Background: an optimization exercise with open tools, aiming at a short achievable clock period and few clock cycles per item. Do not read the settings as production practice.

==> inputs of amber <==
// pulse_peak_rate_detector_core
module pulse_peak_rate_detector_core #(
    parameter int RING_DEPTH = 10
) (
    input  logic                               aclk,
    input  logic                               aresetn,
    input  logic                               s_valid,
    output logic                               s_ready,
    input  logic [pprd_pkg::SAMPLE_W-1:0]      s_sample,
    output logic                               m_valid,
    input  logic                               m_ready,
    output logic [pprd_pkg::RATE_W-1:0]        m_rate,
    output logic [1:0]                         m_event_res,
    output logic [pprd_pkg::SAMPLE_W-1:0]      m_extreme_value,
    output logic                               m_falling_phase,
    input  logic                               cfg_wr_en,
    input  logic [pprd_pkg::CFG_IDX_W-1:0]     cfg_index,
    input  logic [pprd_pkg::CFG_DATA_W-1:0]    cfg_wdata
);
make LEC_CHECK=0 ABC_CLOCK_PERIOD_IN_PS=2000 CAP_MARGIN=20 CORE_MARGIN=2 CORE_UTILIZATION=40 CTS_BUF_LIST=sky130_fd_sc_hd__clkbuf_16 CTS_CLUSTER_DIAMETER=80 CTS_CLUSTER_SIZE=25 SETUP_SLACK_MARGIN=5 SLEW_MARGIN=20 TNS_END_PERCENT=100 finish   # period 7.5 ns
run.sh (not shown) runs the stock make flow with config.mk's settings and CLKGATE_MAP_FILE= SYNTH_SCRIPT=/design/flow/synth_recipe.tcl, a recipe that flattens the netlist after the stock synthesis.
==> raven (differences from amber) <==
--- a/flow/design.v
+++ b/flow/design.v
@@ -54,86 +54,93 @@
             mem[wr_addr] <= wr_data;
         end
     end
     for (genvar i = 0; i < DEPTH; i++) begin : g_out
         assign entries[i*pprd_pkg::POS_W +: pprd_pkg::POS_W] = mem[i];
     end
 endmodule
 module pprd_divider #(
-    parameter int N  = 21,
-    parameter int LW = $clog2(N + 1)
+    parameter int N = 21
 ) (
     input  logic          aclk,
     input  logic          aresetn,
     input  logic          start,
-    input  logic [N-1:0]  num_norm,
-    input  logic [LW-1:0] nlen,
+    input  logic [N-1:0]  num,
     input  logic [31:0]   den,
     output logic          busy,
     output logic          fin,
     output logic [N-1:0]  quo
 );
-    logic          busy_reg, setup_reg, zero_reg;
-    logic [LW-1:0] cnt_reg;
-    logic [LW-1:0] dlen_reg, nlen_reg;
-    logic [N-1:0]  d_reg, num_reg, rem_reg, nq_reg, q_reg;
-    function automatic logic [LW-1:0] bitlen(input logic [N-1:0] v);
-        bitlen = '0;
-        for (int i = 0; i < N; i++) begin
-            if (v[i]) bitlen = LW'(i + 1);
-        end
-    endfunction
-    logic signed [LW+1:0] steps;
-    logic                 none;
-    logic [2*N-1:0]       cat;
+    localparam int STEPS = (N + 1) / 2;
+    localparam int M     = 2 * STEPS;        
+    localparam int CW    = $clog2(STEPS + 1);
+    logic          busy_reg, zero_reg;
+    logic [CW-1:0] cnt_reg;
+    logic [N-1:0]  d1_reg;
+    logic [N:0]    d2_reg;
+    logic [N+1:0]  d3_reg;
+    logic [N-1:0]  rem_reg;
+    logic [M-1:0]  nq_reg;                   
+    logic [N+2:0]  trial, t1, t2, t3;    
+    logic          ge1, ge2, ge3;
+    logic [N-1:0]  rem_next;
+    logic [1:0]    digit;
+    logic          first;
+    assign first = (cnt_reg == '0);
     always_comb begin
-        steps = $signed({2'b00, nlen_reg}) - $signed({2'b00, dlen_reg}) + (LW+2)'(1);
-        none  = zero_reg || (steps <= 0);
-        cat   = {num_reg, {N{1'b0}}} >> (N + 1 - dlen_reg);
-    end
-    logic [N:0]   trial, diff;
-    logic         ge;
-    assign trial = {rem_reg, nq_reg[N-1]};
-    assign diff  = trial - {1'b0, d_reg};
-    assign ge    = !diff[N];
+        trial = {1'b0, rem_reg, nq_reg[M-1 -: 2]};
+        t1    = trial - {3'b000, d1_reg};
+        t2    = trial - {2'b00, d2_reg};
+        t3    = trial - {1'b0, d3_reg};
+        ge1   = !t1[N+2];
+        ge2   = !t2[N+2] && !first;
+        ge3   = !t3[N+2] && !first;
+        if (ge3) begin
+            digit    = 2'd3;
+            rem_next = t3[N-1:0];
+        end else if (ge2) begin
+            digit    = 2'd2;
+            rem_next = t2[N-1:0];
+        end else if (ge1) begin
+            digit    = 2'd1;
+            rem_next = t1[N-1:0];
+        end else begin
+            digit    = 2'd0;
+            rem_next = trial[N-1:0];
+        end
+    end
     always_ff @(posedge aclk) begin
         if (!aresetn) begin
             busy_reg <= 1'b0;
         end else begin
             if (start) busy_reg <= 1'b1;
             else if (fin) busy_reg <= 1'b0;
         end
     end
     always_ff @(posedge aclk) begin
         if (start) begin
-            setup_reg <= 1'b1;
-            zero_reg  <= (den[31:N] != '0) || (den[N-1:0] == '0);
-            d_reg     <= den[N-1:0];
-            dlen_reg  <= bitlen(den[N-1:0]);
-            num_reg   <= num_norm;
-            nlen_reg  <= nlen;
+            cnt_reg  <= '0;
+            zero_reg <= (den[31:N] != '0) || (den[N-1:0] == '0);
+            d1_reg   <= den[N-1:0];
+            d2_reg   <= {den[N-1:0], 1'b0};
+            rem_reg  <= '0;
+            nq_reg   <= M'(num);
         end else if (busy_reg) begin
-            setup_reg <= 1'b0;
-            if (setup_reg) begin
-                cnt_reg <= LW'(steps - 1);
-                rem_reg <= cat[2*N-1:N];
-                nq_reg  <= cat[N-1:0];
-                q_reg   <= '0;
-            end else begin
-                cnt_reg <= cnt_reg - LW'(1);
-                rem_reg <= ge ? diff[N-1:0] : trial[N-1:0];
-                nq_reg  <= {nq_reg[N-2:0], 1'b0};
-                q_reg   <= {q_reg[N-2:0], ge};
-            end
+            cnt_reg  <= cnt_reg + CW'(1);
+            if (first) d3_reg <= {1'b0, d1_reg, 1'b0} + {2'b00, d1_reg};
+            rem_reg  <= rem_next;
+            nq_reg   <= {nq_reg[M-3:0], digit};
         end
     end
+    logic [M-1:0] nq_last;
+    assign nq_last = {nq_reg[M-3:0], digit};
     assign busy = busy_reg;
-    assign fin  = busy_reg && (setup_reg ? none : (cnt_reg == '0));
-    assign quo  = setup_reg ? '0 : {q_reg[N-2:0], ge};
+    assign fin  = busy_reg && (cnt_reg == CW'(STEPS - 1));
+    assign quo  = zero_reg ? '0 : nq_last[N-1:0];
 endmodule
 module pulse_peak_rate_detector_core #(
     parameter int RING_DEPTH = 10
 ) (
     input  logic                               aclk,
     input  logic                               aresetn,
     input  logic                               s_valid,
     output logic                               s_ready,
@@ -169,32 +176,19 @@
         if (!aresetn) begin
             hyst_reg <= pprd_pkg::HYST_RESET;
             spm_reg  <= pprd_pkg::SPM_RESET;
         end else if (cfg_wr_en) begin
             if (cfg_index == pprd_pkg::REG_HYSTERESIS) hyst_reg <= cfg_wdata[pprd_pkg::HYST_W-1:0];
             if (cfg_index == pprd_pkg::REG_SPM)        spm_reg  <= cfg_wdata[pprd_pkg::SPM_W-1:0];
         end
     end
-    localparam int LW = $clog2(RW + 1);
-    logic [LW-1:0] len3_reg, len10_reg;
-    logic [RW-1:0] norm3_reg, norm10_reg;
-    function automatic logic [LW-1:0] bitlen(input logic [RW-1:0] v);
-        bitlen = '0;
-        for (int i = 0; i < RW; i++) begin
-            if (v[i]) bitlen = LW'(i + 1);
-        end
-    endfunction
     always_ff @(posedge aclk) begin
-        num3_reg   <= RW'(spm_reg) * RW'(pprd_pkg::QUICK_SPANS);
-        num10_reg  <= RW'(spm_reg) * RW'(RING_DEPTH);
-        len3_reg   <= bitlen(num3_reg);
-        len10_reg  <= bitlen(num10_reg);
-        norm3_reg  <= num3_reg << (LW'(RW) - len3_reg);
-        norm10_reg <= num10_reg << (LW'(RW) - len10_reg);
+        num3_reg  <= RW'(spm_reg) * RW'(pprd_pkg::QUICK_SPANS);
+        num10_reg <= RW'(spm_reg) * RW'(RING_DEPTH);
     end
     logic          s_ready_reg;
     logic          a_v;
     logic [SW-1:0] a_x;
     logic          acc;
     assign acc = s_valid && s_ready_reg;
     always_ff @(posedge aclk) begin
         if (!aresetn) a_v <= 1'b0;
@@ -402,18 +396,17 @@
         end
     end
     pprd_divider #(
         .N       (RW)
     ) u_div (
         .aclk    (aclk),
         .aresetn (aresetn),
         .start   (div_start),
-        .num_norm (r_quick[r_div] ? norm3_reg : norm10_reg),
-        .nlen    (r_quick[r_div] ? len3_reg : len10_reg),
+        .num     (r_quick[r_div] ? num3_reg : num10_reg),
         .den     (r_span[r_div]),
         .busy    (div_busy),
         .fin     (div_fin),
         .quo     (div_quo)
     );
     logic          m_valid_reg;
     logic          h_v;
     logic [1:0]    h_ev;
@@ -436,33 +429,23 @@
         end
     end
     logic [RW-1:0] m_rate_reg;
     logic [1:0]    m_event_reg;
     logic [SW-1:0] m_extreme_reg;
     logic          m_falling_reg;
     logic [RW-1:0] o_rate;
     logic [SW-1:0] o_ext;
-    logic [RW-1:0] c_rate_n;
-    logic [1:0]    c_event_n;
-    logic [SW-1:0] c_ext_n;
-    logic          c_fall_n;
     assign o_rate = h_rated ? r_rate[r_rd] : '0;
     assign o_ext  = h_event ? e_val[e_rd] : '0;
     always_ff @(posedge aclk) begin
-        if (load_out) begin
-            c_rate_n  <= ~o_rate;
-            c_event_n <= ~h_ev;
-            c_ext_n   <= ~o_ext;
-            c_fall_n  <= ~h_fall;
-        end
-        m_rate_reg    <= load_out ? o_rate : ~c_rate_n;
-        m_event_reg   <= load_out ? h_ev   : ~c_event_n;
-        m_extreme_reg <= load_out ? o_ext  : ~c_ext_n;
-        m_falling_reg <= load_out ? h_fall : ~c_fall_n;
+        m_rate_reg    <= ({RW{load_out}} & o_rate) | ({RW{!load_out}} & m_rate_reg);
+        m_event_reg   <= ({2{load_out}} & h_ev)    | ({2{!load_out}} & m_event_reg);
+        m_extreme_reg <= ({SW{load_out}} & o_ext)  | ({SW{!load_out}} & m_extreme_reg);
+        m_falling_reg <= (load_out & h_fall)       | (!load_out & m_falling_reg);
     end
     logic [Q_W:0] total_reg;      
     always_ff @(posedge aclk) begin
         if (!aresetn) begin
             q_wr        <= '0;
             q_rd        <= '0;
             q_cnt       <= '0;
             e_wr        <= '0;
CTS_BUF_LIST = default   (was sky130_fd_sc_hd__clkbuf_16)
CTS_CLUSTER_DIAMETER = default   (was 80)
CTS_CLUSTER_SIZE = default   (was 25)
==> impl_metrics.env <==
export IMPL_status="timing/DRC/antenna clean"
export IMPL_nNonClkInverters=409
export IMPL_synth_top_family_by_area="compound AO/OA/AOI/OAI gates"
export IMPL_yosys_top_cells_count="999 x edfxtp_1, 481 x ha_1, 454 x dfxtp_1"
export IMPL_clk_share_pct=6.10
export IMPL_fp_coreArea_sq_um=174000
export IMPL_clock_buffers=223
the above is filed under raven

==> impl_metrics.env <==
export IMPL_nNonClkInverters=407
export IMPL_fp_coreArea_sq_um=183000
export IMPL_status="timing/DRC/antenna clean"
export IMPL_yosys_top_cells_count="1053 x edfxtp_1, 522 x dfxtp_1, 496 x nand2_1"
export IMPL_fillers=16026
export IMPL_clk_share_pct=3.84
the above is filed under amber

Function was not checked in any run of this note: the RTL went through the layout flow alone.

==> separate check: timing with driven ports <==
The results above use ideal ports. As a check the final layouts listed here were re-extracted and re-timed, cells and wires unchanged. Step 1: set_driving_cell puts a clkbuf_16 on aclk and a buf_2 on each other input, an assumption about the parent block. Step 2 moves the port delays by t, midway between the first and last clock arrival at a register: inputs arrive t later, outputs are due t later. That takes back most of the time a late clock gives input paths. a / b / c = no drivers / after step 1 / after step 2; a / b = the first two.
run | t, ns | setup slack, ns | cell pins on the clock port's net
amber | 0.823 | 4.400 / 4.400 / 4.147 | 1
raven | 0.870 | 4.129 / 4.129 / 3.855 | 1
After both steps every run listed still meets setup and hold. For raven, which loses most, drivers alone change the setup slack by 0.000 ns; drivers and shift together by -0.274 ns.
